This design comes from an exercise in tuning for small area and a short achievable clock period on the open sky130 flow, not from production work.
Function was checked by simulation only, so behaviour that the tests miss may differ from the original.
Power and IR drop assume default switching activity.

== v6 ==
## memory_module_param
module memory_module_param
#(
  parameter int unsigned DATA_WIDTH = mem_pkg::DEF_DATA_WIDTH,
  parameter int unsigned DEPTH      = mem_pkg::DEF_DEPTH,
  parameter int unsigned ADDR_WIDTH = mem_pkg::DEF_ADDR_WIDTH
) (
  input  logic                    clock,
  input  logic                    reset,
  input  logic [DATA_WIDTH-1:0]   data,
  input  logic [ADDR_WIDTH-1:0]   address,
  input  logic                    rE,
  input  logic                    wE,
  input  logic [DATA_WIDTH/8-1:0] byteEn,
  output logic [DATA_WIDTH-1:0]   dataOut,
  output logic                    dataValid,
  output logic                    busy
);
For scale: roughly 6600 cells after synthesis, ~2100 flip-flops, about 80 I/O pins.
==> module memory_module_param, before the edit <==
module memory_module_param
#(
  parameter int unsigned DATA_WIDTH = mem_pkg::DEF_DATA_WIDTH,
  parameter int unsigned DEPTH      = mem_pkg::DEF_DEPTH,
  parameter int unsigned ADDR_WIDTH = mem_pkg::DEF_ADDR_WIDTH
) (
  input  logic                    clock,
  input  logic                    reset,
  input  logic [DATA_WIDTH-1:0]   data,
  input  logic [ADDR_WIDTH-1:0]   address,
  input  logic                    rE,
  input  logic                    wE,
  input  logic [DATA_WIDTH/8-1:0] byteEn,
  output logic [DATA_WIDTH-1:0]   dataOut,
  output logic                    dataValid,
  output logic                    busy
);
  localparam int unsigned NB = DATA_WIDTH / 8;
  logic                  busy_c;
  logic                  clr_c;
  logic [DATA_WIDTH-1:0] mem_q [DEPTH];
  logic [DATA_WIDTH-1:0] dataOut_q;
  logic                  dataValid_q;
  mem_clear_seq #(
    .DEPTH     (DEPTH),
    .ADDR_WIDTH(ADDR_WIDTH)
  ) u_clear_seq (
    .clock(clock),
    .reset(reset),
    .busy (busy_c),
    .clr  (clr_c)
  );
  logic [7:0]  pa_c, pb_c;
  logic [63:0] sel_n_c;
  logic [63:0] sel_c;
  always_comb begin
    for (int k = 0; k < 8; k++) begin
      pa_c[k] = (address[2:0] == 3'(k));
      pb_c[k] = (address[5:3] == 3'(k));
    end
  end
  for (genvar w = 0; w < 64; w++) begin : g_sel
    mem_nand2 u_seln (.a(pa_c[w%8]), .b(pb_c[w/8]), .y(sel_n_c[w]));
    mem_inv   u_sel  (.a(sel_n_c[w]), .y(sel_c[w]));
  end
  logic [NB-1:0] be_c;
  logic [NB-1:0] be_n_c;
  always_comb begin
    for (int b = 0; b < NB; b++) begin
      be_c[b]   = wE & byteEn[b] & ~clr_c;
      be_n_c[b] = ~be_c[b];
    end
  end
  for (genvar w = 0; w < 64; w++) begin : g_word
    for (genvar b = 0; b < NB; b++) begin : g_byte
      logic wen_c, hold_c;
      mem_nor2  u_wen  (.a(sel_n_c[w]), .b(be_n_c[b]), .y(wen_c));
      assign hold_c = ~((sel_c[w] & be_c[b]) | clr_c);
      for (genvar j = 0; j < 8; j++) begin : g_bit
        logic d_c;
        mem_bit_sel u_sel (
          .a1(wen_c),
          .a2(data[8*b+j]),
          .b1(hold_c),
          .b2(mem_q[w][8*b+j]),
          .y (d_c)
        );
        always_ff @(posedge clock) mem_q[w][8*b+j] <= d_c;
      end
    end
  end
  logic [DATA_WIDTH-1:0] rd_c;
  for (genvar i = 0; i < DATA_WIDTH; i++) begin : g_rd
    logic [31:0] p_n;
    logic [7:0]  q_c;
    logic [3:0]  r_n;
    for (genvar g = 0; g < 32; g++) begin : g_grp
      assign p_n[g] = ~((sel_c[2*g] & mem_q[2*g][i]) | (sel_c[2*g+1] & mem_q[2*g+1][i]));
    end
    for (genvar k = 0; k < 8; k++) begin : g_q
      mem_nand4 u_q (.a(p_n[4*k]), .b(p_n[4*k+1]), .c(p_n[4*k+2]), .d(p_n[4*k+3]), .y(q_c[k]));
    end
    for (genvar k = 0; k < 4; k++) begin : g_r
      mem_nor2 u_r (.a(q_c[2*k]), .b(q_c[2*k+1]), .y(r_n[k]));
    end
    mem_nand4 u_rd (.a(r_n[0]), .b(r_n[1]), .c(r_n[2]), .d(r_n[3]), .y(rd_c[i]));
  end
  always_ff @(posedge clock) begin
    dataOut_q <= rd_c;
  end
  always_ff @(posedge clock or negedge reset) begin
    if (!reset) dataValid_q <= 1'b0;
    else        dataValid_q <= rE & ~clr_c;
  end
  assign dataOut   = dataOut_q;
  assign dataValid = dataValid_q;
  assign busy      = busy_c;
endmodule
Settings: LEC_CHECK=0, CAP_MARGIN=20, CORE_MARGIN=2, CORE_UTILIZATION=40, CTS_BUF_LIST=sky130_fd_sc_hd__clkbuf_16, CTS_CLUSTER_DIAMETER=60, CTS_CLUSTER_SIZE=24, GPL_TIMING_DRIVEN=0, PLACE_DENSITY=0.5, SETUP_SLACK_MARGIN=1.9, SLEW_MARGIN=20, SYNTH_HIERARCHICAL=1, SYNTH_MINIMUM_KEEP_SIZE=0, TNS_END_PERCENT=20; clock period 4.0 ns.
run.sh (not shown) runs the stock make flow with config.mk's settings and CLKGATE_MAP_FILE= SYNTH_SCRIPT=/design/flow/synth_recipe.tcl, a recipe that flattens the netlist after the stock synthesis.
Edits applied to the flow inputs when going from v6 to v7:
--- a/flow/design.v
+++ b/flow/design.v
@@ -71,22 +71,18 @@
     .clock(clock),
     .reset(reset),
     .busy (busy_c),
     .clr  (clr_c)
   );
-  logic [7:0]  pa_c, pb_c;
-  logic [63:0] sel_n_c;
-  logic [63:0] sel_c;
-  always_comb begin
-    for (int k = 0; k < 8; k++) begin
-      pa_c[k] = (address[2:0] == 3'(k));
-      pb_c[k] = (address[5:3] == 3'(k));
-    end
-  end
-  for (genvar w = 0; w < 64; w++) begin : g_sel
-    mem_nand2 u_seln (.a(pa_c[w%8]), .b(pb_c[w/8]), .y(sel_n_c[w]));
-    mem_inv   u_sel  (.a(sel_n_c[w]), .y(sel_c[w]));
+  logic [63:0] sel_c   [NB];
+  logic [63:0] sel_n_c [NB];
+  for (genvar b = 0; b < NB; b++) begin : g_dec
+    mem_word_dec u_dec (
+      .address(address),
+      .sel    (sel_c[b]),
+      .sel_n  (sel_n_c[b])
+    );
   end
   logic [NB-1:0] be_c;
   logic [NB-1:0] be_n_c;
   always_comb begin
     for (int b = 0; b < NB; b++) begin
@@ -95,12 +91,12 @@
     end
   end
   for (genvar w = 0; w < 64; w++) begin : g_word
     for (genvar b = 0; b < NB; b++) begin : g_byte
       logic wen_c, hold_c;
-      mem_nor2  u_wen  (.a(sel_n_c[w]), .b(be_n_c[b]), .y(wen_c));
-      assign hold_c = ~((sel_c[w] & be_c[b]) | clr_c);
+      mem_nor2  u_wen  (.a(sel_n_c[b][w]), .b(be_n_c[b]), .y(wen_c));
+      assign hold_c = ~((sel_c[b][w] & be_c[b]) | clr_c);
       for (genvar j = 0; j < 8; j++) begin : g_bit
         logic d_c;
         mem_bit_sel u_sel (
           .a1(wen_c),
           .a2(data[8*b+j]),
@@ -116,11 +112,11 @@
   for (genvar i = 0; i < DATA_WIDTH; i++) begin : g_rd
     logic [31:0] p_n;
     logic [7:0]  q_c;
     logic [3:0]  r_n;
     for (genvar g = 0; g < 32; g++) begin : g_grp
-      assign p_n[g] = ~((sel_c[2*g] & mem_q[2*g][i]) | (sel_c[2*g+1] & mem_q[2*g+1][i]));
+      assign p_n[g] = ~((sel_c[i/8][2*g] & mem_q[2*g][i]) | (sel_c[i/8][2*g+1] & mem_q[2*g+1][i]));
     end
     for (genvar k = 0; k < 8; k++) begin : g_q
       mem_nand4 u_q (.a(p_n[4*k]), .b(p_n[4*k+1]), .c(p_n[4*k+2]), .d(p_n[4*k+3]), .y(q_c[k]));
     end
     for (genvar k = 0; k < 4; k++) begin : g_r
@@ -136,10 +132,27 @@
     else        dataValid_q <= rE & ~clr_c;
   end
   assign dataOut   = dataOut_q;
   assign dataValid = dataValid_q;
   assign busy      = busy_c;
+endmodule
+module mem_word_dec (
+  input  logic [5:0]  address,
+  output logic [63:0] sel,
+  output logic [63:0] sel_n
+);
+  logic [7:0] pa, pb;
+  always_comb begin
+    for (int k = 0; k < 8; k++) begin
+      pa[k] = (address[2:0] == 3'(k));
+      pb[k] = (address[5:3] == 3'(k));
+    end
+  end
+  for (genvar w = 0; w < 64; w++) begin : g_sel
+    mem_nand2 u_seln (.a(pa[w%8]), .b(pb[w/8]), .y(sel_n[w]));
+    mem_inv   u_sel  (.a(sel_n[w]), .y(sel[w]));
+  end
 endmodule
 module mem_bit_sel (
   input  logic a1, a2, b1, b2,
   output logic y
 );
Results
On total power, the lower figure sits with v7, not v6.
v7: wire length on met3 0.66% above v6
The number of stages on the worst setup path in v7 was lower than what v6 gave.
As of v7, global-route wire length before repair had fallen slightly compared to v6.
Sort v6 and v7 by fraction of the cycle the final worst path needs desc -> top: v6
Diff v6 and v7: post-synthesis compound-gate area fraction lower in v6
v7 vs. v6: post-cts sizing count went down by 40%.
Of the two values seen for global routing's busiest layer, met1 was produced by v7 and met2 by v6.
Post-synthesis cell count (v7 / v6): 1.07
The higher combinational share of power of v6 and v7 is in v7.
Diff v6 -> v7: flip-flop and latch area comparable; share of layout cells above drive strength 1 now smaller; routed wire length now smaller.

[what the ideal ports hide]
In the flow no input, the clock included, has a driving cell. The finished layouts below were timed again as built, in two steps.
Step 1 (the two cells are an assumption about what drives the block):
set clk [get_ports {clock}]
set_driving_cell -lib_cell sky130_fd_sc_hd__clkbuf_16 $clk
set_driving_cell -lib_cell sky130_fd_sc_hd__buf_2 [delete_from_list [all_inputs] $clk]
Step 2 times the ports against the registers' clock, not the clock port: input delays grow and output delays shrink by t, the midpoint of the rising clock arrivals with the driver on.
Slacks: ideal ports / drivers / drivers and shift; pairs: ideal ports / drivers.
| run | t (ns) | setup slack, ns | worst setup path after step 2 | cell pins on the clock port's net |
|---|---|---|---|---|
| v6 | 0.917 | 1.285 / 1.290 / 0.373 | input to register | 1 |
| v7 | 0.917 | 1.735 / 1.632 / 0.715 | input to register | 1 |
After both steps every run listed still meets setup and hold. For v7, which loses most, drivers alone change the setup slack by -0.103 ns; drivers and shift together by -1.020 ns.
